From an optimization exercise on the open Yosys and OpenROAD flow, aimed at small area, a short achievable clock period and few clock cycles per item; shortcuts taken in it are not production practice. Only simulation tests tie the RTL to the original design; equivalence was not proved. No activity file was given, so power comes from the tool's default toggle rates.

Setup of run 1:
==> flow/design.v <==
package olist_pkg;
  localparam int unsigned CAPACITY = 32;
  localparam int unsigned IDX_W    = $clog2(CAPACITY);
  localparam int unsigned CNT_W    = $clog2(CAPACITY + 1);
  localparam int unsigned POS_W    = 6;
  localparam int unsigned VAL_W    = 32;
  localparam int unsigned OP_W     = 2;
  localparam int unsigned ST_W     = 2;
  localparam int unsigned S_DATA_W = ((POS_W + VAL_W + 7) / 8) * 8;
  localparam int unsigned M_DATA_W = ((5 + 6 + 7) / 8) * 8;
  localparam int unsigned RES_W = ST_W + CNT_W + IDX_W;
  localparam int unsigned QDEPTH = 4;
  localparam logic [OP_W-1:0] OP_INSERT = 2'd0;
  localparam logic [OP_W-1:0] OP_DELETE = 2'd1;
  localparam logic [OP_W-1:0] OP_LOCATE = 2'd2;
  localparam logic [ST_W-1:0] ST_OK           = 2'd0;
  localparam logic [ST_W-1:0] ST_FULL         = 2'd1;
  localparam logic [ST_W-1:0] ST_BAD_POSITION = 2'd2;
  localparam logic [ST_W-1:0] ST_NOT_FOUND    = 2'd3;
endpackage
module olist_ram (
  input  logic                                     clk_i,
  input  logic [olist_pkg::CAPACITY-1:0]           hold_i,
  input  logic [olist_pkg::CAPACITY-1:0]           up_i,
  input  logic [olist_pkg::CAPACITY-1:0]           ld_i,
  input  logic [olist_pkg::CAPACITY-1:0]           dn_i,
  input  logic [olist_pkg::VAL_W-1:0]              val_i,
  output logic [olist_pkg::CAPACITY-1:0]           eq_o
);
  localparam int unsigned N = olist_pkg::CAPACITY;
  localparam int unsigned W = olist_pkg::VAL_W;
  logic [W-1:0] mem_q [N];
  logic [W-1:0] mem_d [N];
  always_comb begin
    for (int i = 0; i < N; i++) begin
      logic [W-1:0] lo, hi;
      lo   = (i > 0)     ? mem_q[(i > 0) ? i - 1 : 0] : '0;
      hi   = (i < N - 1) ? mem_q[(i < N - 1) ? i + 1 : i] : '0;
      mem_d[i] = ({W{hold_i[i]}} & mem_q[i])
               | ({W{up_i[i]}}  & lo)
               | ({W{dn_i[i]}}  & hi)
               | ({W{ld_i[i]}}  & val_i);
      eq_o[i] = (mem_q[i] == val_i);
    end
  end
  always_ff @(posedge clk_i) begin
    for (int i = 0; i < N; i++) begin
      mem_q[i] <= mem_d[i];
    end
  end
endmodule
module olist_seq (
  input  logic                          clk_i,
  input  logic                          rst_ni,
  input  logic                          push_i,
  input  logic [olist_pkg::RES_W-1:0]   res_i,
  output logic                          valid_o,
  input  logic                          ready_i,
  output logic [olist_pkg::RES_W-1:0]   res_o
);
  localparam int unsigned D = olist_pkg::QDEPTH;
  localparam int unsigned W = olist_pkg::RES_W;
  logic [W-1:0]           q_q [D];
  logic [$clog2(D+1)-1:0] cnt_q, cnt_d;
  logic                   valid_q;
  logic                   take;
  assign take = valid_q && ready_i;
  always_comb begin
    cnt_d = cnt_q;
    if (push_i && !take) cnt_d = cnt_q + 1'b1;
    if (!push_i && take) cnt_d = cnt_q - 1'b1;
  end
  always_ff @(posedge clk_i or negedge rst_ni) begin
    if (!rst_ni) begin
      cnt_q   <= '0;
      valid_q <= 1'b0;
    end else begin
      cnt_q   <= cnt_d;
      valid_q <= (cnt_d != '0);
    end
  end
  always_ff @(posedge clk_i) begin
    for (int i = 0; i < D; i++) begin
      if (take) begin
        if (i + 1 < D && cnt_q > ($clog2(D+1))'(i + 1)) q_q[i] <= q_q[(i + 1 < D) ? i + 1 : i];
        else q_q[i] <= res_i;
      end else if (cnt_q == ($clog2(D+1))'(i)) begin
        q_q[i] <= res_i;
      end
    end
  end
  assign valid_o = valid_q;
  assign res_o   = q_q[0];
endmodule
module ordered_list_insert_delete_search (
  input  logic                              clk_i,
  input  logic                              rst_ni,
  input  logic                              s_axis_tvalid,
  output logic                              s_axis_tready,
  input  logic [olist_pkg::S_DATA_W-1:0]    s_axis_tdata,
  input  logic [olist_pkg::OP_W-1:0]        s_axis_tuser,
  output logic                              m_axis_tvalid,
  input  logic                              m_axis_tready,
  output logic [olist_pkg::M_DATA_W-1:0]    m_axis_tdata,
  output logic [olist_pkg::ST_W-1:0]        m_axis_tuser
);
  localparam int unsigned N     = olist_pkg::CAPACITY;
  localparam int unsigned CNT_W = olist_pkg::CNT_W;
  localparam int unsigned IDX_W = olist_pkg::IDX_W;
  localparam int unsigned ST_W  = olist_pkg::ST_W;
  localparam int unsigned D     = olist_pkg::QDEPTH;
  logic                   ready_q;
  logic [$clog2(D+1)-1:0] out_q, out_d;
  logic                   accept;
  logic                   take;
  assign accept = s_axis_tvalid && ready_q;
  assign take   = m_axis_tvalid && m_axis_tready;
  always_comb begin
    out_d = out_q;
    if (accept && !take) out_d = out_q + 1'b1;
    if (!accept && take) out_d = out_q - 1'b1;
  end
  always_ff @(posedge clk_i or negedge rst_ni) begin
    if (!rst_ni) out_q <= '0;
    else         out_q <= out_d;
  end
  always_ff @(posedge clk_i) begin
    ready_q <= (out_d < ($clog2(D+1))'(D));
  end
  assign s_axis_tready = ready_q;
  logic                          a_ins, a_del, a_loc, a_v;
  logic [olist_pkg::POS_W-1:0]   a_pos;
  logic [olist_pkg::VAL_W-1:0]   a_val;
  always_ff @(posedge clk_i or negedge rst_ni) begin
    if (!rst_ni) begin
      a_ins <= 1'b0;
      a_del <= 1'b0;
      a_loc <= 1'b0;
      a_v   <= 1'b0;
    end else begin
      a_ins <= accept && (s_axis_tuser == olist_pkg::OP_INSERT);
      a_del <= accept && (s_axis_tuser == olist_pkg::OP_DELETE);
      a_loc <= accept && (s_axis_tuser == olist_pkg::OP_LOCATE);
      a_v   <= accept;
    end
  end
  logic [N-1:0]                  a_slot;
  always_ff @(posedge clk_i) begin
    for (int i = 0; i < N; i++) begin
      a_slot[i] <= (s_axis_tdata[olist_pkg::POS_W-1:0] == olist_pkg::POS_W'(i + 1));
    end
    a_pos <= s_axis_tdata[olist_pkg::POS_W-1:0];
    a_val <= s_axis_tdata[olist_pkg::POS_W+olist_pkg::VAL_W-1:olist_pkg::POS_W];
  end
  logic [CNT_W-1:0] n_q, n_d;
  logic [N-1:0]     nt_q, nt_d;      
  logic             full, p_nz, is_ins, is_del, is_loc;
  logic             ins_go, del_go, ins_ok, del_ok;
  logic [N:0]       therm;           
  logic [N-1:0]     hold, up, ld, dn, eq;
  logic [N-1:0]     ld_sel;          
  assign full   = nt_q[N-1];
  assign p_nz   = (a_pos != '0);
  assign is_ins = a_ins;
  assign is_del = a_del;
  assign is_loc = a_loc;
  assign ins_go = is_ins && !full;
  assign del_go = is_del;
  logic ins_in, del_in;
  always_comb begin
    ins_in = ld_sel[0];
    del_in = 1'b0;
    for (int i = 0; i < N; i++) begin
      if (i > 0) ins_in = ins_in || (ld_sel[i] && nt_q[(i > 0) ? i - 1 : 0]);
      del_in = del_in || (ld_sel[i] && nt_q[i]);
    end
  end
  assign ins_ok = ins_go && ins_in;
  assign del_ok = del_go && del_in;
  always_comb begin
    for (int j = 0; j <= N; j++) begin
      therm[j] = p_nz && (a_pos <= olist_pkg::POS_W'(j));
    end
    for (int i = 0; i < N; i++) begin
      ld_sel[i] = a_slot[i];
      hold[i] = !(therm[i+1] && (ins_go || del_go));
      up[i]   = ins_go && therm[i];
      ld[i]   = ins_go && ld_sel[i];
      dn[i]   = del_go && therm[i+1];
    end
  end
  always_comb begin
    n_d = n_q;
    if (ins_ok) n_d = n_q + 1'b1;
    if (del_ok) n_d = n_q - 1'b1;
  end
  always_comb begin
    nt_d = nt_q;
    if (ins_ok) nt_d = {nt_q[N-2:0], 1'b1};
    if (del_ok) nt_d = {1'b0, nt_q[N-1:1]};
  end
  always_ff @(posedge clk_i or negedge rst_ni) begin
    if (!rst_ni) begin
      n_q  <= '0;
      nt_q <= '0;
    end else begin
      n_q  <= n_d;
      nt_q <= nt_d;
    end
  end
  olist_ram u_ram (
    .clk_i (clk_i),
    .hold_i(hold),
    .up_i  (up),
    .ld_i  (ld),
    .dn_i  (dn),
    .val_i (a_val),
    .eq_o  (eq)
  );
  logic             b_v;
  logic             b_loc;
  logic [ST_W-1:0]  b_st;
  logic [CNT_W-1:0] b_cnt;
  logic [N-1:0]     b_hit;
  always_ff @(posedge clk_i or negedge rst_ni) begin
    if (!rst_ni) b_v <= 1'b0;
    else         b_v <= a_v;
  end
  always_ff @(posedge clk_i) begin
    b_loc <= is_loc;
    b_cnt <= n_d;
    for (int i = 0; i < N; i++) begin
      b_hit[i] <= eq[i] && nt_q[i];
    end
    if (is_ins && full)                         b_st <= olist_pkg::ST_FULL;
    else if ((is_ins && !ins_ok) || (is_del && !del_ok)) b_st <= olist_pkg::ST_BAD_POSITION;
    else                                        b_st <= olist_pkg::ST_OK;
  end
  logic [IDX_W-1:0]     c_idx;
  logic                 c_found;
  logic [ST_W-1:0]      c_st;
  logic [olist_pkg::RES_W-1:0] c_res, q_res;
  always_comb begin
    c_idx   = '0;
    c_found = 1'b0;
    for (int i = N - 1; i >= 0; i--) begin
      if (b_hit[i]) begin
        c_idx   = IDX_W'(i);
        c_found = 1'b1;
      end
    end
    if (b_loc) c_st = c_found ? olist_pkg::ST_OK : olist_pkg::ST_NOT_FOUND;
    else       c_st = b_st;
    c_res = {c_st, b_cnt, b_loc ? c_idx : IDX_W'(0)};
  end
  olist_seq u_q (
    .clk_i   (clk_i),
    .rst_ni  (rst_ni),
    .push_i  (b_v),
    .res_i   (c_res),
    .valid_o (m_axis_tvalid),
    .ready_i (m_axis_tready),
    .res_o   (q_res)
  );
  assign m_axis_tuser = q_res[olist_pkg::RES_W-1 -: ST_W];
  assign m_axis_tdata = olist_pkg::M_DATA_W'({q_res[CNT_W+IDX_W-1:0]});
endmodule
export LEC_CHECK = 0
export CAP_MARGIN = 20
export CORE_MARGIN = 2
export CORE_UTILIZATION = 50
export CTS_BUF_LIST = sky130_fd_sc_hd__clkbuf_16
export CTS_CLUSTER_DIAMETER = 100
export CTS_CLUSTER_SIZE = 24
export SETUP_SLACK_MARGIN = 3.65
export SLEW_MARGIN = 20
create_clock -name core_clock -period 6.0 [get_ports {clk_i}]
run.sh (not shown) runs the stock make flow with config.mk's settings and CLKGATE_MAP_FILE= SYNTH_SCRIPT=/design/flow/synth_recipe.tcl, a recipe that flattens the netlist after the stock synthesis.
Testbench counts of run 1, summed over its fixed seeds: cycles 4,824, items 4,800.
Input changes introduced in run 2 (baseline for comparison: run 1):
# run 1
export LEC_CHECK = 0
export CAP_MARGIN = 20
export CORE_MARGIN = 2
export CORE_UTILIZATION = 50
export CTS_BUF_LIST = sky130_fd_sc_hd__clkbuf_16
export CTS_CLUSTER_DIAMETER = 100
export CTS_CLUSTER_SIZE = 24
export SETUP_SLACK_MARGIN = 3.65
export SLEW_MARGIN = 20
create_clock -name core_clock -period 6.0 [get_ports {clk_i}]
# run 2
export LEC_CHECK = 0
export CAP_MARGIN = 20
export CORE_MARGIN = 2
export CORE_UTILIZATION = 50
export CTS_BUF_LIST = sky130_fd_sc_hd__clkbuf_16
export CTS_CLUSTER_DIAMETER = 100
export CTS_CLUSTER_SIZE = 24
export SETUP_SLACK_MARGIN = 3.55
export SLEW_MARGIN = 20
create_clock -name core_clock -period 6.0 [get_ports {clk_i}]
Findings:
Run 1 has a higher met2 wirelength from detailed routing than run 2.
Register-to-register setup slack delta (run 2 -> run 1): insignificant
Wire: run 2 routes less than run 1
Compared with run 1, placement density in the core of run 2 is lower.
Run 2 against run 1: design area moved down, post-synthesis to final-layout area growth decreased 3.8 points, maximum fanout along the worst path now sits higher.
Here is what was changed in the inputs of run 3 compared with run 2.
# run 2
export LEC_CHECK = 0
export CAP_MARGIN = 20
export CORE_MARGIN = 2
export CORE_UTILIZATION = 50
export CTS_BUF_LIST = sky130_fd_sc_hd__clkbuf_16
export CTS_CLUSTER_DIAMETER = 100
export CTS_CLUSTER_SIZE = 24
export SETUP_SLACK_MARGIN = 3.55
export SLEW_MARGIN = 20
create_clock -name core_clock -period 6.0 [get_ports {clk_i}]
# run 3
export LEC_CHECK = 0
export CAP_MARGIN = 20
export CORE_MARGIN = 2
export CORE_UTILIZATION = 50
export CTS_BUF_LIST = sky130_fd_sc_hd__clkbuf_16
export CTS_CLUSTER_DIAMETER = 100
export CTS_CLUSTER_SIZE = 24
export SETUP_SLACK_MARGIN = 3.45
export SLEW_MARGIN = 20
export TNS_END_PERCENT = 5
create_clock -name core_clock -period 6.0 [get_ports {clk_i}]
--- outcome ---
Re maximum frequency: run 3 and run 2 aren't equal, and the higher value belongs to run 2. Vias: run 3 fewer than run 2. Diff run 2 -> run 3: non-clock buffer count lost about 35%; endpoint required time on the critical path went down by 0.04 ns; combinational fraction of design power shows a reduction of 1.2 points. Critical path buffer and inverter count (lower): run 3. Of run 3 and run 2, the higher final critical path time including I/O delays and setup belongs to run 3. Between run 3 and run 2, the flip-flop and latch power does not differ in any meaningful way. Run 3 — end-of-flow core utilization 2.7 points lower, run 2 as reference. The setup slack of run 3 is smaller than that of run 2. NOTE cell area run 2->run 3 decreased by a few percent.
Here is what was changed in the inputs of run 4 compared with run 3.
# run 3
export LEC_CHECK = 0
export CAP_MARGIN = 20
export CORE_MARGIN = 2
export CORE_UTILIZATION = 50
export CTS_BUF_LIST = sky130_fd_sc_hd__clkbuf_16
export CTS_CLUSTER_DIAMETER = 100
export CTS_CLUSTER_SIZE = 24
export SETUP_SLACK_MARGIN = 3.45
export SLEW_MARGIN = 20
export TNS_END_PERCENT = 5
create_clock -name core_clock -period 6.0 [get_ports {clk_i}]
# run 4
export LEC_CHECK = 0
export CAP_MARGIN = 20
export CORE_MARGIN = 2
export CORE_UTILIZATION = 50
export CTS_BUF_LIST = sky130_fd_sc_hd__clkbuf_16
export CTS_CLUSTER_DIAMETER = 100
export CTS_CLUSTER_SIZE = 24
export SETUP_SLACK_MARGIN = 3.6
export SLEW_MARGIN = 20
create_clock -name core_clock -period 6.0 [get_ports {clk_i}]
Findings:
Power ends up higher on run 4.
Compared to run 3, run 4 has wire length on met3 2000 um lower.
Run 4 -> run 3: height of the die delta 0, exact match
Diff run 3 -> run 4: first-pass GRT wire length has increased; sequential share of layout area -2.0 points; required time of the critical path climbed 0.03 ns; count of clock-buffer cells in the layout went down by 2; final clock period utilization by the worst path shrank by 7.2 points.
Design area up 5.5% in run 4 wrt run 3
Run 4 gives less met1 track utilization from global routing than run 3 did.

========
// ordered_list_insert_delete_search: RTL as listed in full above, without the edits since
export LEC_CHECK = 0
export CAP_MARGIN = 20
export CORE_MARGIN = 2
export CORE_UTILIZATION = 50
export CTS_BUF_LIST = sky130_fd_sc_hd__clkbuf_16
export CTS_CLUSTER_DIAMETER = 100
export CTS_CLUSTER_SIZE = 24
export SETUP_SLACK_MARGIN = 3.2
export SLEW_MARGIN = 20
create_clock -name core_clock -period 6.0 [get_ports {clk_i}]
The starting point produced a clean layout.
Testbench counts at the start, summed over its fixed seeds: cycles 4,824, items 4,800.
==> next run, changes <==
--- a/flow/config.mk
+++ b/flow/config.mk
@@ -6,10 +6,10 @@
 export NUM_CORES = 4
 export LEC_CHECK = 0
-export CAP_MARGIN = 20
+export CAP_MARGIN = 10
 export CORE_MARGIN = 2
-export CORE_UTILIZATION = 50
+export CORE_UTILIZATION = 60
 export CTS_BUF_LIST = sky130_fd_sc_hd__clkbuf_16
 export CTS_CLUSTER_DIAMETER = 100
 export CTS_CLUSTER_SIZE = 24
-export SETUP_SLACK_MARGIN = 3.2
-export SLEW_MARGIN = 20
+export SETUP_SLACK_MARGIN = 3.3
+export SLEW_MARGIN = 10
Worst setup slack gets better by 0.047 ns.
Cell count is lower by 2.2%.
Worst hold slack gets worse by 0.012 ns.
Routed wire length is higher by 1.8%.
Clock-buffer cell count is lower by 2.
Cell area is higher by 1.1%.
Die area is lower by 16%.
==> next run, changes <==
--- a/flow/config.mk
+++ b/flow/config.mk
@@ -6,10 +6,10 @@
 export NUM_CORES = 4
 export LEC_CHECK = 0
-export CAP_MARGIN = 10
+export CAP_MARGIN = 20
 export CORE_MARGIN = 2
-export CORE_UTILIZATION = 60
+export CORE_UTILIZATION = 50
 export CTS_BUF_LIST = sky130_fd_sc_hd__clkbuf_16
 export CTS_CLUSTER_DIAMETER = 100
 export CTS_CLUSTER_SIZE = 24
-export SETUP_SLACK_MARGIN = 3.3
-export SLEW_MARGIN = 10
+export SETUP_SLACK_MARGIN = 3.45
+export SLEW_MARGIN = 20
Global-route usage decreases by 6.2 points.
Maximum frequency goes up by a few percent.
Final area went up by a few percent.
Sequential share of layout area shrinks by 0.88 points.
Setup slack gains 0.072 ns.
Utilization goes down by 9.6 points.

## re-timing with driven ports
The results above use ideal ports. As a check the final layouts listed here were re-extracted and re-timed, cells and wires unchanged.
Step 1 (the two cells are an assumption about what drives the block):
set clk [get_ports {clk_i}]
set_driving_cell -lib_cell sky130_fd_sc_hd__clkbuf_16 $clk
set_driving_cell -lib_cell sky130_fd_sc_hd__buf_2 [delete_from_list [all_inputs] $clk]
Step 2 times the ports against the registers' clock, not the clock port: input delays grow and output delays shrink by t, the midpoint of the rising clock arrivals with the driver on.
Slacks: no drivers / after step 1 / after step 2; pairs: no drivers / after step 1.
run | shift t [ns] | slack for setup (ns) | worst setup path at the end | slew at the worst register clock pin (ns)
run 1 | 0.828 | 3.406 / 3.401 / 3.073 | input to register | 0.11 / 0.11
run 2 | 0.811 | 3.405 / 3.405 / 2.969 | input to register | 0.11 / 0.11
run 3 | 0.819 | 3.058 / 3.058 / 2.766 | input to register | 0.11 / 0.11
run 4 | 0.817 | 3.488 / 3.425 / 2.952 | input to register | 0.11 / 0.11
the first run of note 2 | 0.815 | 3.143 / 3.143 / 2.676 | input to register | 0.11 / 0.11
the second run of note 2 | 0.790 | 3.189 / 3.189 / 2.648 | input to register | 0.11 / 0.11
the third run of note 2 | 0.811 | 3.262 / 3.262 / 2.859 | input to register | 0.11 / 0.11
After both steps every run listed still meets setup and hold. The setup slack of the second run of note 2, which loses most, moves by 0.000 ns with the drivers and by -0.541 ns with both steps.
